Context: an optimization exercise on an open-source flow, tuned for small area and a short achievable clock period. The choices shown serve that exercise and are no tape-out recipe.
At most, simulation tests tie the RTL to the original design; equivalence was not proved.
Power figures rest on the tool's default switching activity, not on a simulated workload.

before:
==> flow/design.v <==
package mcdt_dist_pkg;
  localparam int DIST_DW    = 32;
  localparam int DIST_DEPTH = 16;
  localparam int NUM_CH     = 3;
  typedef logic [1:0] ch_id_t;
  localparam ch_id_t ID_BAD = 2'b11;
  function automatic int ptr_width(input int depth);
    ptr_width = $clog2(depth);
  endfunction
  localparam int DIST_PTR_W = ptr_width(DIST_DEPTH);
  localparam int DIST_CNT_W = DIST_PTR_W + 1;
endpackage
module dist_fifo
#(
  parameter  int DW    = mcdt_dist_pkg::DIST_DW,
  parameter  int DEPTH = mcdt_dist_pkg::DIST_DEPTH,
  localparam int PTR_W = mcdt_dist_pkg::ptr_width(DEPTH),
  localparam int CNT_W = PTR_W + 1,
  localparam int BDEP  = DEPTH - 1
) (
  input  logic             clk_i,
  input  logic             rstn_i,
  input  logic             push_i,
  input  logic [DW-1:0]    wdata_i,
  input  logic             pop_i,
  output logic [DW-1:0]    rdata_o,
  output logic             valid_o,
  output logic [CNT_W-1:0] margin_o,
  output logic             full_o
);
  logic [DW-1:0]    head_q;
  logic [DW-1:0]    mem [BDEP];
  logic [BDEP-1:0]  rd_sel;     
  logic [DW-1:0]    rd_word;
  logic [CNT_W-1:0] margin_q;
  logic             valid_q;    
  logic             more_q;     
  logic             two_q;      
  logic             full_q;     
  logic             nfull1_q;   
  logic do_pop, acc, head_en, buf_push, buf_pop;
  assign do_pop   = pop_i && valid_q;
  assign acc      = push_i && (!full_q || pop_i);
  assign head_en  = !valid_q || pop_i;
  assign buf_push = acc && valid_q && (!pop_i || more_q);
  assign buf_pop  = do_pop && more_q;
  always_comb begin
    rd_word = '0;
    for (int e = 0; e < BDEP; e++)
      rd_word = rd_word | ({DW{rd_sel[e]}} & mem[e]);
  end
  always_ff @(posedge clk_i or negedge rstn_i) begin
    if (!rstn_i) begin
      head_q <= '0;
    end else if (head_en) begin
      if (more_q) head_q <= rd_word;
      else        head_q <= push_i ? wdata_i : '0;
    end
  end
  always_ff @(posedge clk_i or negedge rstn_i) begin
    if (!rstn_i) begin
      rd_sel   <= '0;
      margin_q <= CNT_W'(DEPTH);
      valid_q  <= 1'b0;
      more_q   <= 1'b0;
      two_q    <= 1'b0;
      full_q   <= 1'b0;
      nfull1_q <= 1'b0;
    end else begin
      case ({buf_push, buf_pop})
        2'b10:   rd_sel <= {rd_sel[BDEP-2:0], !more_q};
        2'b01:   rd_sel <= {1'b0, rd_sel[BDEP-1:1]};
        default: ;
      endcase
      case ({acc, do_pop})
        2'b10: begin
          margin_q <= margin_q - CNT_W'(1);
          valid_q  <= 1'b1;
          more_q   <= valid_q;
          two_q    <= valid_q && !more_q;
          full_q   <= nfull1_q;
          nfull1_q <= (margin_q == CNT_W'(2));
        end
        2'b01: begin
          margin_q <= margin_q + CNT_W'(1);
          valid_q  <= more_q;
          more_q   <= more_q && !two_q;
          two_q    <= (margin_q == CNT_W'(DEPTH - 3));
          full_q   <= 1'b0;
          nfull1_q <= full_q;
        end
        default: ;
      endcase
    end
  end
  always_ff @(posedge clk_i) begin
    if (buf_push) begin
      mem[0] <= wdata_i;
      for (int e = 1; e < BDEP; e++) mem[e] <= mem[e-1];
    end
  end
  assign rdata_o  = head_q;
  assign valid_o  = valid_q;
  assign margin_o = margin_q;
  assign full_o   = full_q;
endmodule
module mcdt_dist
#(
  parameter  int DW    = mcdt_dist_pkg::DIST_DW,
  parameter  int DEPTH = mcdt_dist_pkg::DIST_DEPTH,
  localparam int CNT_W = mcdt_dist_pkg::ptr_width(DEPTH) + 1
) (
  input  logic             clk_i,
  input  logic             rstn_i,
  input  logic [DW-1:0]    mcdt_data_i,
  input  logic             mcdt_val_i,
  input  logic [1:0]       mcdt_id_i,
  output logic [DW-1:0]    ch0_data_o,
  output logic             ch0_valid_o,
  input  logic             ch0_ready_i,
  output logic [CNT_W-1:0] ch0_margin_o,
  output logic [DW-1:0]    ch1_data_o,
  output logic             ch1_valid_o,
  input  logic             ch1_ready_i,
  output logic [CNT_W-1:0] ch1_margin_o,
  output logic [DW-1:0]    ch2_data_o,
  output logic             ch2_valid_o,
  input  logic             ch2_ready_i,
  output logic [CNT_W-1:0] ch2_margin_o,
  output logic [2:0]       ovf_o,
  output logic             bad_id_o,
  input  logic             err_clr_i
);
  logic [mcdt_dist_pkg::NUM_CH-1:0] ready;
  logic [mcdt_dist_pkg::NUM_CH-1:0] valid;
  logic [mcdt_dist_pkg::NUM_CH-1:0] full;
  logic [mcdt_dist_pkg::NUM_CH-1:0] push_sel;
  logic [mcdt_dist_pkg::NUM_CH-1:0] ovf_set;
  logic [DW-1:0]     data   [mcdt_dist_pkg::NUM_CH];
  logic [CNT_W-1:0]  margin [mcdt_dist_pkg::NUM_CH];
  logic              bad_set;
  assign ready = {ch2_ready_i, ch1_ready_i, ch0_ready_i};
  for (genvar n = 0; n < mcdt_dist_pkg::NUM_CH; n++) begin : g_ch
    assign push_sel[n] = mcdt_val_i && (mcdt_id_i == 2'(n));
    assign ovf_set[n]  = push_sel[n] && full[n] && !(valid[n] && ready[n]);
    dist_fifo #(
      .DW    (DW),
      .DEPTH (DEPTH)
    ) u_fifo (
      .clk_i    (clk_i),
      .rstn_i   (rstn_i),
      .push_i   (push_sel[n]),
      .wdata_i  (mcdt_data_i),
      .pop_i    (ready[n]),
      .rdata_o  (data[n]),
      .valid_o  (valid[n]),
      .margin_o (margin[n]),
      .full_o   (full[n])
    );
  end
  assign bad_set = mcdt_val_i && (mcdt_id_i == mcdt_dist_pkg::ID_BAD);
  always_ff @(posedge clk_i or negedge rstn_i) begin
    if (!rstn_i) begin
      ovf_o    <= '0;
      bad_id_o <= 1'b0;
    end else if (err_clr_i) begin
      ovf_o    <= ovf_set;
      bad_id_o <= bad_set;
    end else begin
      ovf_o    <= ovf_o | ovf_set;
      bad_id_o <= bad_id_o | bad_set;
    end
  end
  assign ch0_data_o   = data[0];
  assign ch0_valid_o  = valid[0];
  assign ch0_margin_o = margin[0];
  assign ch1_data_o   = data[1];
  assign ch1_valid_o  = valid[1];
  assign ch1_margin_o = margin[1];
  assign ch2_data_o   = data[2];
  assign ch2_valid_o  = valid[2];
  assign ch2_margin_o = margin[2];
endmodule
clock: 4.2 ns
lec_check: 0
abc_clock_period_in_ps: 2500
cap_margin: 20
core_margin: 2
core_utilization: 40
setup_slack_margin: 1.5
slew_margin: 20
run.sh (not shown) runs the stock make flow with config.mk's settings and CLKGATE_MAP_FILE= SYNTH_SCRIPT=/design/flow/synth_recipe.tcl, a recipe that flattens the netlist after the stock synthesis.
before completed every stage of the flow, and the final layout passed the timing, DRC and antenna checks.
--- input diff before..after ---
-- flow/design.v --
<<< before, line 31
  logic [DW-1:0]    head_q;
  logic [DW-1:0]    mem [BDEP];
  logic [BDEP-1:0]  rd_sel;     
  logic [DW-1:0]    rd_word;
  logic [CNT_W-1:0] margin_q;
  logic             valid_q;    
>>> after, line 31
  logic [DW-1:0]    head_q;
  logic [DW-1:0]    mem [BDEP];
  logic [PTR_W-1:0] wr_ptr;
  logic [PTR_W-1:0] rd_ptr;
  logic [CNT_W-1:0] margin_q;
  logic             valid_q;    
<<< before, line 40
  logic             nfull1_q;   
  logic do_pop, acc, head_en, buf_push, buf_pop;
  assign do_pop   = pop_i && valid_q;
  assign acc      = push_i && (!full_q || pop_i);
>>> after, line 40
  logic             nfull1_q;   
  logic do_pop, acc, head_en, buf_push, buf_pop;
  logic [BDEP-1:0]  rd_sel;
  logic [DW-1:0]    rd_word;
  always_comb begin
    rd_word = '0;
    for (int e = 0; e < BDEP; e++) begin
      rd_sel[e] = (rd_ptr == PTR_W'(e));
      rd_word   = rd_word | ({DW{rd_sel[e]}} & mem[e]);
    end
  end
  assign do_pop   = pop_i && valid_q;
  assign acc      = push_i && (!full_q || pop_i);
<<< before, line 45
  assign buf_push = acc && valid_q && (!pop_i || more_q);
  assign buf_pop  = do_pop && more_q;
  always_comb begin
    rd_word = '0;
    for (int e = 0; e < BDEP; e++)
      rd_word = rd_word | ({DW{rd_sel[e]}} & mem[e]);
  end
  always_ff @(posedge clk_i or negedge rstn_i) begin
    if (!rstn_i) begin
>>> after, line 54
  assign buf_push = acc && valid_q && (!pop_i || more_q);
  assign buf_pop  = do_pop && more_q;
  always_ff @(posedge clk_i or negedge rstn_i) begin
    if (!rstn_i) begin
<<< before, line 60
  always_ff @(posedge clk_i or negedge rstn_i) begin
    if (!rstn_i) begin
      rd_sel   <= '0;
      margin_q <= CNT_W'(DEPTH);
      valid_q  <= 1'b0;
>>> after, line 64
  always_ff @(posedge clk_i or negedge rstn_i) begin
    if (!rstn_i) begin
      wr_ptr   <= '0;
      rd_ptr   <= '0;
      margin_q <= CNT_W'(DEPTH);
      valid_q  <= 1'b0;
<<< before, line 68
      nfull1_q <= 1'b0;
    end else begin
      case ({buf_push, buf_pop})
        2'b10:   rd_sel <= {rd_sel[BDEP-2:0], !more_q};
        2'b01:   rd_sel <= {1'b0, rd_sel[BDEP-1:1]};
        default: ;
      endcase
      case ({acc, do_pop})
        2'b10: begin
>>> after, line 73
      nfull1_q <= 1'b0;
    end else begin
      if (buf_push) wr_ptr <= (wr_ptr == PTR_W'(BDEP - 1)) ? '0 : wr_ptr + PTR_W'(1);
      if (buf_pop)  rd_ptr <= (rd_ptr == PTR_W'(BDEP - 1)) ? '0 : rd_ptr + PTR_W'(1);
      case ({acc, do_pop})
        2'b10: begin
<<< before, line 95
  end
  always_ff @(posedge clk_i) begin
    if (buf_push) begin
      mem[0] <= wdata_i;
      for (int e = 1; e < BDEP; e++) mem[e] <= mem[e-1];
    end
  end
  assign rdata_o  = head_q;
>>> after, line 97
  end
  always_ff @(posedge clk_i) begin
    for (int e = 0; e < BDEP; e++)
      if (buf_push && wr_ptr == PTR_W'(e)) mem[e] <= wdata_i;
  end
  assign rdata_o  = head_q;
==> comparison <==
The lower combinational fraction of design power came out of before. Of before and after, after shows the higher relative area of non-clock buffer cells in the final design, with before below it. Looking at insertion delay to the later sink of the worst-skew pair, after sits 0.03 ns above before. Sum of met3 wire segment lengths after detailed routing of after falls short of that of before by more than a quarter. Comparing before and after, the lower register area share after synthesis is on after. before → after: clock power was more or less identical, final worst-path setup slack went down by 0.14 ns. Going from before to after, global-route total usage across every layer rose by 0.99 points, number of core rows rose by 4. What after reported for detailed-route via count has to be multiplied by 0.926 to get the figure for before. Comparing layout overhead on the synthesized area for before and after, the bigger number came from after.
No run of this note included a check of the RTL's function; only the layout flow was run.


mcdt_dist, a different RTL version from the one above (not shown whole).
For scale: roughly 3300 cells after synthesis, about 1600 flip-flops, about 160 I/O pins.
==> module dist_fifo, before the edit <==
module dist_fifo
#(
  parameter  int DW    = mcdt_dist_pkg::DIST_DW,
  parameter  int DEPTH = mcdt_dist_pkg::DIST_DEPTH,
  localparam int PTR_W = mcdt_dist_pkg::ptr_width(DEPTH),
  localparam int CNT_W = PTR_W + 1,
  localparam int BDEP  = DEPTH - 1
) (
  input  logic             clk_i,
  input  logic             rstn_i,
  input  logic             push_i,
  input  logic [DW-1:0]    wdata_i,
  input  logic             pop_i,
  output logic [DW-1:0]    rdata_o,
  output logic             valid_o,
  output logic [CNT_W-1:0] margin_o,
  output logic             full_o
);
  logic [DW-1:0]    head_q;
  logic [DW-1:0]    mem [BDEP];
  logic [BDEP-1:0]  rd_sel;     
  logic [DW-1:0]    rd_word;
  logic [CNT_W-1:0] margin_q;
  logic             valid_q;    
  logic             more_q;     
  logic             two_q;      
  logic             full_q;     
  logic             nfull1_q;   
  logic do_pop, acc, head_en, buf_push, buf_pop, ld_beat;
  logic [CNT_W-1:0] margin_inc, margin_dec;
  always_comb begin
    logic all1, all0;
    all1 = 1'b1;
    all0 = 1'b1;
    for (int i = 0; i < CNT_W; i++) begin
      margin_inc[i] = margin_q[i] ^ all1;
      margin_dec[i] = margin_q[i] ^ all0;
      all1 = all1 & margin_q[i];
      all0 = all0 & !margin_q[i];
    end
  end
  assign do_pop   = pop_i && valid_q;
  assign acc      = push_i && (!full_q || pop_i);
  assign head_en  = !valid_q || pop_i;
  assign buf_push = acc && valid_q && (!pop_i || more_q);
  assign buf_pop  = do_pop && more_q;
  always_comb begin
    rd_word = '0;
    for (int e = 0; e < BDEP; e++)
      rd_word = rd_word | ({DW{rd_sel[e]}} & mem[e]);
  end
  assign ld_beat = push_i && !more_q;
  always_ff @(posedge clk_i or negedge rstn_i) begin
    if (!rstn_i) begin
      head_q <= '0;
    end else if (head_en) begin
      head_q <= rd_word | (wdata_i & {DW{ld_beat}});
    end
  end
  always_ff @(posedge clk_i or negedge rstn_i) begin
    if (!rstn_i) begin
      rd_sel   <= '0;
      margin_q <= CNT_W'(DEPTH);
      valid_q  <= 1'b0;
      more_q   <= 1'b0;
      two_q    <= 1'b0;
      full_q   <= 1'b0;
      nfull1_q <= 1'b0;
    end else begin
      case ({buf_push, buf_pop})
        2'b10:   rd_sel <= {rd_sel[BDEP-2:0], !more_q};
        2'b01:   rd_sel <= {1'b0, rd_sel[BDEP-1:1]};
        default: ;
      endcase
      case ({acc, do_pop})
        2'b10: begin
          margin_q <= margin_dec;
          valid_q  <= 1'b1;
          more_q   <= valid_q;
          two_q    <= valid_q && !more_q;
          full_q   <= nfull1_q;
          nfull1_q <= (margin_q == CNT_W'(2));
        end
        2'b01: begin
          margin_q <= margin_inc;
          valid_q  <= more_q;
          more_q   <= more_q && !two_q;
          two_q    <= (margin_q == CNT_W'(DEPTH - 3));
          full_q   <= 1'b0;
          nfull1_q <= full_q;
        end
        default: ;
      endcase
    end
  end
  always_ff @(posedge clk_i) begin
    if (buf_push) begin
      mem[0] <= wdata_i;
      for (int e = 1; e < BDEP; e++) mem[e] <= mem[e-1];
    end
  end
  assign rdata_o  = head_q;
  assign valid_o  = valid_q;
  assign margin_o = margin_q;
  assign full_o   = full_q;
endmodule
==> module mcdt_dist, before the edit <==
module mcdt_dist
#(
  parameter  int DW    = mcdt_dist_pkg::DIST_DW,
  parameter  int DEPTH = mcdt_dist_pkg::DIST_DEPTH,
  localparam int CNT_W = mcdt_dist_pkg::ptr_width(DEPTH) + 1
) (
  input  logic             clk_i,
  input  logic             rstn_i,
  input  logic [DW-1:0]    mcdt_data_i,
  input  logic             mcdt_val_i,
  input  logic [1:0]       mcdt_id_i,
  output logic [DW-1:0]    ch0_data_o,
  output logic             ch0_valid_o,
  input  logic             ch0_ready_i,
  output logic [CNT_W-1:0] ch0_margin_o,
  output logic [DW-1:0]    ch1_data_o,
  output logic             ch1_valid_o,
  input  logic             ch1_ready_i,
  output logic [CNT_W-1:0] ch1_margin_o,
  output logic [DW-1:0]    ch2_data_o,
  output logic             ch2_valid_o,
  input  logic             ch2_ready_i,
  output logic [CNT_W-1:0] ch2_margin_o,
  output logic [2:0]       ovf_o,
  output logic             bad_id_o,
  input  logic             err_clr_i
);
  logic [mcdt_dist_pkg::NUM_CH-1:0] ready;
  logic [mcdt_dist_pkg::NUM_CH-1:0] valid;
  logic [mcdt_dist_pkg::NUM_CH-1:0] full;
  logic [mcdt_dist_pkg::NUM_CH-1:0] push_sel;
  logic [mcdt_dist_pkg::NUM_CH-1:0] ovf_set;
  logic [DW-1:0]     data   [mcdt_dist_pkg::NUM_CH];
  logic [CNT_W-1:0]  margin [mcdt_dist_pkg::NUM_CH];
  logic              bad_set;
  assign ready = {ch2_ready_i, ch1_ready_i, ch0_ready_i};
  for (genvar n = 0; n < mcdt_dist_pkg::NUM_CH; n++) begin : g_ch
    assign push_sel[n] = mcdt_val_i && (mcdt_id_i == 2'(n));
    assign ovf_set[n]  = push_sel[n] && full[n] && !(valid[n] && ready[n]);
    dist_fifo #(
      .DW    (DW),
      .DEPTH (DEPTH)
    ) u_fifo (
      .clk_i    (clk_i),
      .rstn_i   (rstn_i),
      .push_i   (push_sel[n]),
      .wdata_i  (mcdt_data_i),
      .pop_i    (ready[n]),
      .rdata_o  (data[n]),
      .valid_o  (valid[n]),
      .margin_o (margin[n]),
      .full_o   (full[n])
    );
  end
  assign bad_set = mcdt_val_i && (mcdt_id_i == mcdt_dist_pkg::ID_BAD);
  always_ff @(posedge clk_i or negedge rstn_i) begin
    if (!rstn_i) begin
      ovf_o    <= '0;
      bad_id_o <= 1'b0;
    end else if (err_clr_i) begin
      ovf_o    <= ovf_set;
      bad_id_o <= bad_set;
    end else begin
      ovf_o    <= ovf_o | ovf_set;
      bad_id_o <= bad_id_o | bad_set;
    end
  end
  assign ch0_data_o   = data[0];
  assign ch0_valid_o  = valid[0];
  assign ch0_margin_o = margin[0];
  assign ch1_data_o   = data[1];
  assign ch1_valid_o  = valid[1];
  assign ch1_margin_o = margin[1];
  assign ch2_data_o   = data[2];
  assign ch2_valid_o  = valid[2];
  assign ch2_margin_o = margin[2];
endmodule
export LEC_CHECK = 0
export CAP_MARGIN = 20
export CORE_MARGIN = 2
export CORE_UTILIZATION = 65
export SETUP_SLACK_MARGIN = 1.9
export SLEW_MARGIN = 20
create_clock -name core_clock -period 4.2 [get_ports {clk_i}]
standard.sh (not shown) runs the stock make flow with config.mk's settings and CLKGATE_MAP_FILE= SYNTH_SCRIPT=/design/flow/synth_recipe.tcl, a recipe that flattens the netlist after the stock synthesis.
==> flow/flow/run.sh <==
#!/bin/bash
# Standard ORFS layout, with two changes to how it is made:
#  - port buffers are buf_4 cells instead of the default pick (a delay cell);
#  - the resizer may change a cell's footprint when it sizes it.
# The make output goes to flow_make.log in the work folder.
set -euo pipefail
bash standard.sh MATCH_CELL_FOOTPRINT=0 \
  "BUFFER_PORTS_ARGS=-buffer_cell sky130_fd_sc_hd__buf_4" \
  finish > flow_make.log 2>&1
Then changed:
--- a/flow/design.v
+++ b/flow/design.v
@@ -29,35 +29,36 @@
   output logic             full_o
 );
   logic [DW-1:0]    head_q;
   logic [DW-1:0]    mem [BDEP];
   logic [BDEP-1:0]  rd_sel;     
   logic [DW-1:0]    rd_word;
-  logic [CNT_W-1:0] margin_q;
+  logic [PTR_W-1:0] mlo_q;      
   logic             valid_q;    
+  logic             empty_q;    
   logic             more_q;     
   logic             two_q;      
   logic             full_q;     
   logic             nfull1_q;   
   logic do_pop, acc, head_en, buf_push, buf_pop, ld_beat;
-  logic [CNT_W-1:0] margin_inc, margin_dec;
+  logic [PTR_W-1:0] mlo_inc, mlo_dec;
   always_comb begin
     logic all1, all0;
     all1 = 1'b1;
     all0 = 1'b1;
-    for (int i = 0; i < CNT_W; i++) begin
-      margin_inc[i] = margin_q[i] ^ all1;
-      margin_dec[i] = margin_q[i] ^ all0;
-      all1 = all1 & margin_q[i];
-      all0 = all0 & !margin_q[i];
+    for (int i = 0; i < PTR_W; i++) begin
+      mlo_inc[i] = mlo_q[i] ^ all1;
+      mlo_dec[i] = mlo_q[i] ^ all0;
+      all1 = all1 & mlo_q[i];
+      all0 = all0 & !mlo_q[i];
     end
   end
-  assign do_pop   = pop_i && valid_q;
+  assign do_pop   = pop_i && !empty_q;
   assign acc      = push_i && (!full_q || pop_i);
-  assign head_en  = !valid_q || pop_i;
-  assign buf_push = acc && valid_q && (!pop_i || more_q);
+  assign head_en  = empty_q || pop_i;
+  assign buf_push = acc && !empty_q && (!pop_i || more_q);
   assign buf_pop  = do_pop && more_q;
   always_comb begin
     rd_word = '0;
     for (int e = 0; e < BDEP; e++)
       rd_word = rd_word | ({DW{rd_sel[e]}} & mem[e]);
   end
@@ -69,38 +70,41 @@
       head_q <= rd_word | (wdata_i & {DW{ld_beat}});
     end
   end
   always_ff @(posedge clk_i or negedge rstn_i) begin
     if (!rstn_i) begin
       rd_sel   <= '0;
-      margin_q <= CNT_W'(DEPTH);
+      mlo_q    <= '0;
       valid_q  <= 1'b0;
+      empty_q  <= 1'b1;
       more_q   <= 1'b0;
       two_q    <= 1'b0;
       full_q   <= 1'b0;
       nfull1_q <= 1'b0;
     end else begin
       case ({buf_push, buf_pop})
         2'b10:   rd_sel <= {rd_sel[BDEP-2:0], !more_q};
         2'b01:   rd_sel <= {1'b0, rd_sel[BDEP-1:1]};
         default: ;
       endcase
       case ({acc, do_pop})
         2'b10: begin
-          margin_q <= margin_dec;
+          mlo_q    <= mlo_dec;
           valid_q  <= 1'b1;
-          more_q   <= valid_q;
-          two_q    <= valid_q && !more_q;
+          empty_q  <= 1'b0;
+          more_q   <= !empty_q;
+          two_q    <= !empty_q && !more_q;
           full_q   <= nfull1_q;
-          nfull1_q <= (margin_q == CNT_W'(2));
+          nfull1_q <= (mlo_q == PTR_W'(2));
         end
         2'b01: begin
-          margin_q <= margin_inc;
+          mlo_q    <= mlo_inc;
           valid_q  <= more_q;
+          empty_q  <= !more_q;
           more_q   <= more_q && !two_q;
-          two_q    <= (margin_q == CNT_W'(DEPTH - 3));
+          two_q    <= (mlo_q == PTR_W'(DEPTH - 3));
           full_q   <= 1'b0;
           nfull1_q <= full_q;
         end
         default: ;
       endcase
     end
@@ -110,13 +114,13 @@
       mem[0] <= wdata_i;
       for (int e = 1; e < BDEP; e++) mem[e] <= mem[e-1];
     end
   end
   assign rdata_o  = head_q;
   assign valid_o  = valid_q;
-  assign margin_o = margin_q;
+  assign margin_o = {!valid_q, mlo_q};
   assign full_o   = full_q;
 endmodule
 module mcdt_dist
 #(
   parameter  int DW    = mcdt_dist_pkg::DIST_DW,
   parameter  int DEPTH = mcdt_dist_pkg::DIST_DEPTH,
@@ -151,13 +155,13 @@
   logic [DW-1:0]     data   [mcdt_dist_pkg::NUM_CH];
   logic [CNT_W-1:0]  margin [mcdt_dist_pkg::NUM_CH];
   logic              bad_set;
   assign ready = {ch2_ready_i, ch1_ready_i, ch0_ready_i};
   for (genvar n = 0; n < mcdt_dist_pkg::NUM_CH; n++) begin : g_ch
     assign push_sel[n] = mcdt_val_i && (mcdt_id_i == 2'(n));
-    assign ovf_set[n]  = push_sel[n] && full[n] && !(valid[n] && ready[n]);
+    assign ovf_set[n]  = push_sel[n] && full[n] && !ready[n];
     dist_fifo #(
       .DW    (DW),
       .DEPTH (DEPTH)
     ) u_fifo (
       .clk_i    (clk_i),
       .rstn_i   (rstn_i),
Effect: Total power hardly moves; fmax fell by 3.0%; synthesized cell count drops by 0.33%; synthesized area rises by 0.62%; first-iteration DRC count shrinks by 2.2%; sequential power is about the same; cell count is lower by 0.60%; critical path depth grows by 1.
For the second run of this note, only the layout was checked, not whether the RTL still works.

-- port drivers added, routing unchanged --
Ports are ideal in the flow. The routed layouts listed here were re-timed in OpenROAD.
Step 1 assumes that a clkbuf_16 drives the clock port and a buf_2 every other input.
Step 2 moves the port delays by t, midway between the first and last clock arrival at a register: inputs arrive t later, outputs are due t later. That takes back most of the time a late clock gives input paths.
Slacks: ideal / step 1 / step 2; pairs: ideal / step 1.
| run | t, ns | slack for setup (ns) | latest minus earliest clock arrival (ns) | cell pins on the clock port's net |
|---|---|---|---|---|
| before | 0.841 | 1.548 / 1.473 / 0.783 | 0.051 / 0.051 | 1 |
| after | 0.863 | 1.408 / 1.408 / 0.741 | 0.049 / 0.049 | 1 |
| the first run of note 2 | 0.821 | 1.934 / 1.868 / 1.286 | 0.022 / 0.022 | 1 |
| the second run of note 2 | 0.819 | 1.864 / 1.872 / 1.084 | 0.028 / 0.029 | 1 |
After both steps setup and hold are still met in every run listed. The setup slack of the second run of note 2, which loses most, moves by +0.008 ns with the drivers and by -0.780 ns with both steps.
